From an optimization exercise on the open Yosys and OpenROAD flow, aimed at small area; shortcuts taken in it are not production practice. The RTL was checked by simulation tests, not by an equivalence proof against the original design. No activity file was given, so power comes from the tool's default toggle rates.

==> flow/design.v <==
package mips_pkg;
  localparam int REG_W  = 5;
  localparam int DATA_W = 32;
  localparam int TY_W   = 4;
  localparam logic [TY_W-1:0] TY_NOP  = 4'd0;
  localparam logic [TY_W-1:0] TY_ADD  = 4'd1;
  localparam logic [TY_W-1:0] TY_SUB  = 4'd2;
  localparam logic [TY_W-1:0] TY_AND  = 4'd3;
  localparam logic [TY_W-1:0] TY_OR   = 4'd4;
  localparam logic [TY_W-1:0] TY_SLT  = 4'd5;
  localparam logic [TY_W-1:0] TY_ADDI = 4'd6;
  localparam logic [TY_W-1:0] TY_SW   = 4'd7;
  typedef struct packed {
    logic [DATA_W-1:0] a;
    logic [DATA_W-1:0] b;
    logic [REG_W-1:0]  src_a;
    logic [REG_W-1:0]  src_b;
    logic [REG_W-1:0]  wb_tgt;
    logic [TY_W-1:0]   itype;
    logic [15:0]       sw_off;
  } id_ex_t;
  function automatic logic is_rtype(input logic [TY_W-1:0] t);
    is_rtype = (t >= TY_ADD) && (t <= TY_SLT);
  endfunction
endpackage
module reg_file
(
  input  logic                        clk,
  input  logic                        rst_n,
  input  logic                        we,
  input  logic [mips_pkg::REG_W-1:0]  waddr,
  input  logic [mips_pkg::DATA_W-1:0] wdata,
  output logic [31:0]                 wsel,     
  output logic [31:0]                 vld,      
  output logic [31:0][mips_pkg::DATA_W-1:0] mem
);
  logic [31:0] vld_q;
  always_comb begin
    for (int i = 0; i < 32; i++)
      wsel[i] = we && (waddr == i[4:0]) && (i != 0);
  end
  assign vld = vld_q;
  always_ff @(posedge clk or negedge rst_n) begin
    if (!rst_n) vld_q <= '0;
    else        vld_q <= vld_q | wsel;
  end
  assign mem[0] = '0;
  for (genvar i = 1; i < 32; i++) begin : g_row
    rf_row u_row (
      .clk   (clk),
      .load  (wsel[i]),
      .hold  (!wsel[i]),
      .wdata (wdata),
      .q     (mem[i])
    );
  end
endmodule
module rf_row
(
  input  logic                        clk,
  input  logic                        load,
  input  logic                        hold,
  input  logic [mips_pkg::DATA_W-1:0] wdata,
  output logic [mips_pkg::DATA_W-1:0] q
);
  always_ff @(posedge clk) begin
    q <= ({mips_pkg::DATA_W{load}} & wdata) | ({mips_pkg::DATA_W{hold}} & q);
  end
endmodule
module rd_bit #(
  parameter int N = 32
) (
  input  logic [N-1:0] s,
  input  logic [N-1:0] d,
  output logic         y
);
  localparam int G = N / 3;
  localparam int R = N % 3;
  localparam int T = G + (R != 0);
  logic [T-1:0] g;
  for (genvar k = 0; k < G; k++) begin : g_aoi
    aoi222 u_aoi (
      .a0 (s[3*k]),   .b0 (d[3*k]),
      .a1 (s[3*k+1]), .b1 (d[3*k+1]),
      .a2 (s[3*k+2]), .b2 (d[3*k+2]),
      .y  (g[k])
    );
  end
  if (R == 2) begin : g_r2
    aoi22 u_aoi (
      .a0 (s[3*G]),   .b0 (d[3*G]),
      .a1 (s[3*G+1]), .b1 (d[3*G+1]),
      .y  (g[G])
    );
  end else if (R == 1) begin : g_r1
    assign g[G] = !(s[3*G] && d[3*G]);
  end
  assign y = !(&g);
endmodule
module aoi222
(
  input  logic a0, b0, a1, b1, a2, b2,
  output logic y
);
  assign y = !((a0 && b0) || (a1 && b1) || (a2 && b2));
endmodule
module aoi22
(
  input  logic a0, b0, a1, b1,
  output logic y
);
  assign y = !((a0 && b0) || (a1 && b1));
endmodule
module instruction_decode_stage
(
  input  logic              clk,
  input  logic              reset,
  input  logic              done_in_ID,
  input  logic              done_in_WB,
  input  logic              wb_en,
  input  logic [mips_pkg::REG_W-1:0]  wb_addr,
  input  logic [mips_pkg::DATA_W-1:0] wb_data,
  input  logic [mips_pkg::REG_W-1:0]  rs,
  input  logic [mips_pkg::REG_W-1:0]  rt,
  input  logic [mips_pkg::REG_W-1:0]  rd,
  input  logic [mips_pkg::DATA_W-1:0] imm,
  input  logic              has_rs,
  input  logic              has_rt,
  input  logic              has_rd,
  input  logic              has_imm,
  input  logic [mips_pkg::TY_W-1:0]   instr_type_IF,
  output logic [mips_pkg::DATA_W-1:0] A,
  output logic [mips_pkg::DATA_W-1:0] B,
  output logic [mips_pkg::REG_W-1:0]  sourceA,
  output logic [mips_pkg::REG_W-1:0]  sourceB,
  output logic [mips_pkg::REG_W-1:0]  wb_tgt_ID,
  output logic [mips_pkg::TY_W-1:0]   instr_type_ID,
  output logic [15:0]       sw_offset,
  output logic              done_ID,
  output logic              done_WB
);
  logic [mips_pkg::REG_W-1:0]  src_a;
  logic [31:0][mips_pkg::DATA_W-1:0] mem;
  logic [31:0]       wsel, vld;
  logic [31:0]       sel_a;           
  logic [32:0]       sel_b;           
  logic [mips_pkg::DATA_W-1:0][31:0] dat_a;
  logic [mips_pkg::DATA_W-1:0][32:0] dat_b;
  logic [mips_pkg::DATA_W-1:0] rdata_a;
  logic [mips_pkg::DATA_W-1:0] rdata_b;
  logic              is_r;
  logic              is_addi;
  logic              is_sw;
  logic              use_a, use_b;
  logic              byp_a, byp_b;
  mips_pkg::id_ex_t  ex_d;
  mips_pkg::id_ex_t  ex_q;
  logic              done_id_q;
  logic              done_wb_q;
  assign src_a = has_rs ? rs : '0;
  assign is_r    = !done_in_ID && mips_pkg::is_rtype(instr_type_IF);
  assign is_addi = !done_in_ID && (instr_type_IF == mips_pkg::TY_ADDI);
  assign is_sw   = !done_in_ID && (instr_type_IF == mips_pkg::TY_SW);
  assign use_a   = is_r || is_addi || is_sw;
  assign use_b   = is_r || is_sw;
  reg_file u_rf (
    .clk     (clk),
    .rst_n   (reset),
    .we      (wb_en),
    .waddr   (wb_addr),
    .wdata   (wb_data),
    .wsel    (wsel),
    .vld     (vld),
    .mem     (mem)
  );
  assign byp_a = wb_en && (wb_addr == src_a) && (src_a != '0);
  assign byp_b = wb_en && (wb_addr == rt) && (rt != '0);
  logic [3:0] hi_a, hi_b;
  logic [7:0] lo_a, lo_b;
  always_comb begin
    for (int j = 0; j < 4; j++) begin
      hi_a[j] = use_a && !byp_a && (src_a[4:3] == j[1:0]);
      hi_b[j] = use_b && !byp_b && (rt[4:3] == j[1:0]);
    end
    for (int k = 0; k < 8; k++) begin
      lo_a[k] = (src_a[2:0] == k[2:0]);
      lo_b[k] = (rt[2:0] == k[2:0]);
    end
    for (int i = 1; i < 32; i++) begin
      sel_a[i-1] = hi_a[i/8] && lo_a[i%8] && vld[i];
      sel_b[i-1] = hi_b[i/8] && lo_b[i%8] && vld[i];
    end
    sel_a[31] = use_a && byp_a;
    sel_b[31] = use_b && byp_b;
    sel_b[32] = is_addi;
  end
  for (genvar b = 0; b < mips_pkg::DATA_W; b++) begin : g_rd
    always_comb begin
      for (int i = 1; i < 32; i++) begin
        dat_a[b][i-1] = mem[i][b];
        dat_b[b][i-1] = mem[i][b];
      end
      dat_a[b][31] = wb_data[b];
      dat_b[b][31] = wb_data[b];
      dat_b[b][32] = imm[b];
    end
    rd_bit #(.N(32)) u_rd_a (.s(sel_a), .d(dat_a[b]), .y(rdata_a[b]));
    rd_bit #(.N(33)) u_rd_b (.s(sel_b), .d(dat_b[b]), .y(rdata_b[b]));
  end
  always_comb begin
    ex_d   = '0;
    ex_d.a = rdata_a;
    ex_d.b = rdata_b;
    if (use_a)   ex_d.src_a  = src_a;
    if (use_b)   ex_d.src_b  = rt;
    if (is_r)    ex_d.wb_tgt = has_rd ? rd : '0;
    if (is_addi) ex_d.wb_tgt = rt;
    if (use_a)   ex_d.itype  = instr_type_IF;
    if (is_sw)   ex_d.sw_off = imm[15:0];
  end
  always_ff @(posedge clk or negedge reset) begin
    if (!reset) begin
      ex_q      <= '0;
      done_id_q <= 1'b0;
      done_wb_q <= 1'b0;
    end else begin
      ex_q      <= ex_d;
      done_id_q <= done_id_q | done_in_ID;
      done_wb_q <= done_wb_q | done_in_WB;
    end
  end
  assign A             = ex_q.a;
  assign B             = ex_q.b;
  assign sourceA       = ex_q.src_a;
  assign sourceB       = ex_q.src_b;
  assign wb_tgt_ID     = ex_q.wb_tgt;
  assign instr_type_ID = ex_q.itype;
  assign sw_offset     = ex_q.sw_off;
  assign done_ID       = done_id_q;
  assign done_WB       = done_wb_q;
endmodule
clock: 5.0 ns
lec_check: 0
cap_margin: 10
core_margin: 2
core_utilization: 60
cts_buf_list: sky130_fd_sc_hd__clkbuf_8
cts_cluster_diameter: 50
cts_cluster_size: 16
gpl_timing_driven: 0
setup_slack_margin: 0.15
slew_margin: 10
synth_hierarchical: 1
standard.sh (not shown) runs the stock make flow with config.mk's settings and CLKGATE_MAP_FILE= SYNTH_SCRIPT=/design/flow/synth_recipe.tcl, a recipe that flattens the netlist after the stock synthesis.
==> flow/flow/run.sh <==
#!/bin/bash
# The standard layout (standard.sh: the standard flow's synthesis and ORFS flow,
# unchanged power grid and tap cells), with these changes:
#  - ports are buffered with sky130_fd_sc_hd__buf_1 instead of the
#    default delay buffer;
#  - clock tree synthesis uses clkbuf_8 clusters of up to 16 sinks and inserts no
#    dummy loads;
#  - after global routing, repair_timing -recover_power downsizes gates
#    off the critical paths (RECOVER_POWER=100).
# The make output goes to flow_make.log; each ORFS step keeps its own log
# under orfs/logs/.
set -euo pipefail
bash standard.sh \
  "BUFFER_PORTS_ARGS=-buffer_cell sky130_fd_sc_hd__buf_1" \
  "CTS_ARGS=-sink_clustering_enable -repair_clock_nets -buf_list sky130_fd_sc_hd__clkbuf_8 -sink_clustering_size 16 -sink_clustering_max_diameter 50 -dont_use_dummy_load" \
  RECOVER_POWER=100 \
  finish > flow_make.log 2>&1
The first run finished but failed the layout checks on max-capacitance violations, max-slew violations.
Next try:
--- a/flow/design.v
+++ b/flow/design.v
@@ -43,31 +43,33 @@
   always_ff @(posedge clk or negedge rst_n) begin
     if (!rst_n) vld_q <= '0;
     else        vld_q <= vld_q | wsel;
   end
   assign mem[0] = '0;
   for (genvar i = 1; i < 32; i++) begin : g_row
-    rf_row u_row (
-      .clk   (clk),
-      .load  (wsel[i]),
-      .hold  (!wsel[i]),
-      .wdata (wdata),
-      .q     (mem[i])
-    );
+    for (genvar k = 0; k < 8; k++) begin : g_seg
+      rf_row u_row (
+        .clk   (clk),
+        .load  (wsel[i]),
+        .hold  (!wsel[i]),
+        .wdata (wdata[4*k +: 4]),
+        .q     (mem[i][4*k +: 4])
+      );
+    end
   end
 endmodule
 module rf_row
 (
   input  logic                        clk,
   input  logic                        load,
   input  logic                        hold,
-  input  logic [mips_pkg::DATA_W-1:0] wdata,
-  output logic [mips_pkg::DATA_W-1:0] q
+  input  logic [3:0]                  wdata,
+  output logic [3:0]                  q
 );
   always_ff @(posedge clk) begin
-    q <= ({mips_pkg::DATA_W{load}} & wdata) | ({mips_pkg::DATA_W{hold}} & q);
+    q <= ({4{load}} & wdata) | ({4{hold}} & q);
   end
 endmodule
 module rd_bit #(
   parameter int N = 32
 ) (
   input  logic [N-1:0] s,
What happened: Now the flow completed and failed the layout checks on max-capacitance violations, max-slew violations, negative setup slack; hold slack improves by 0.20 ns; final cell count drops by 2.5%; worst setup slack degrades by 0.49 ns; routed wire length climbs by 7.0%; sequential cell count does not change; combinational power hardly moves; clock-buffer cell count drops by 1.

==> separate check: timing with driven ports <==
Ports are ideal in the flow. The routed layouts listed here were re-timed in OpenROAD.
Step 1 (the two cells are an assumption about what drives the block):
set clk [get_ports {clk}]
set_driving_cell -lib_cell sky130_fd_sc_hd__clkbuf_16 $clk
set_driving_cell -lib_cell sky130_fd_sc_hd__buf_2 [delete_from_list [all_inputs] $clk]
Step 2 times the ports against the registers' clock, not the clock port: input delays grow and output delays shrink by t, the midpoint of the rising clock arrivals with the driver on.
Three values: no drivers, after step 1, after step 2; two values: the first two.
run	t, ns	setup slack, ns	cell pins on the clock port's net
the first run	0.821	0.221 / 0.262 / -0.559	1
the second run	0.836	-0.270 / -0.229 / -1.065	1
The setup slack of the second run, which loses most, moves by +0.041 ns with the drivers and by -0.795 ns with both steps.
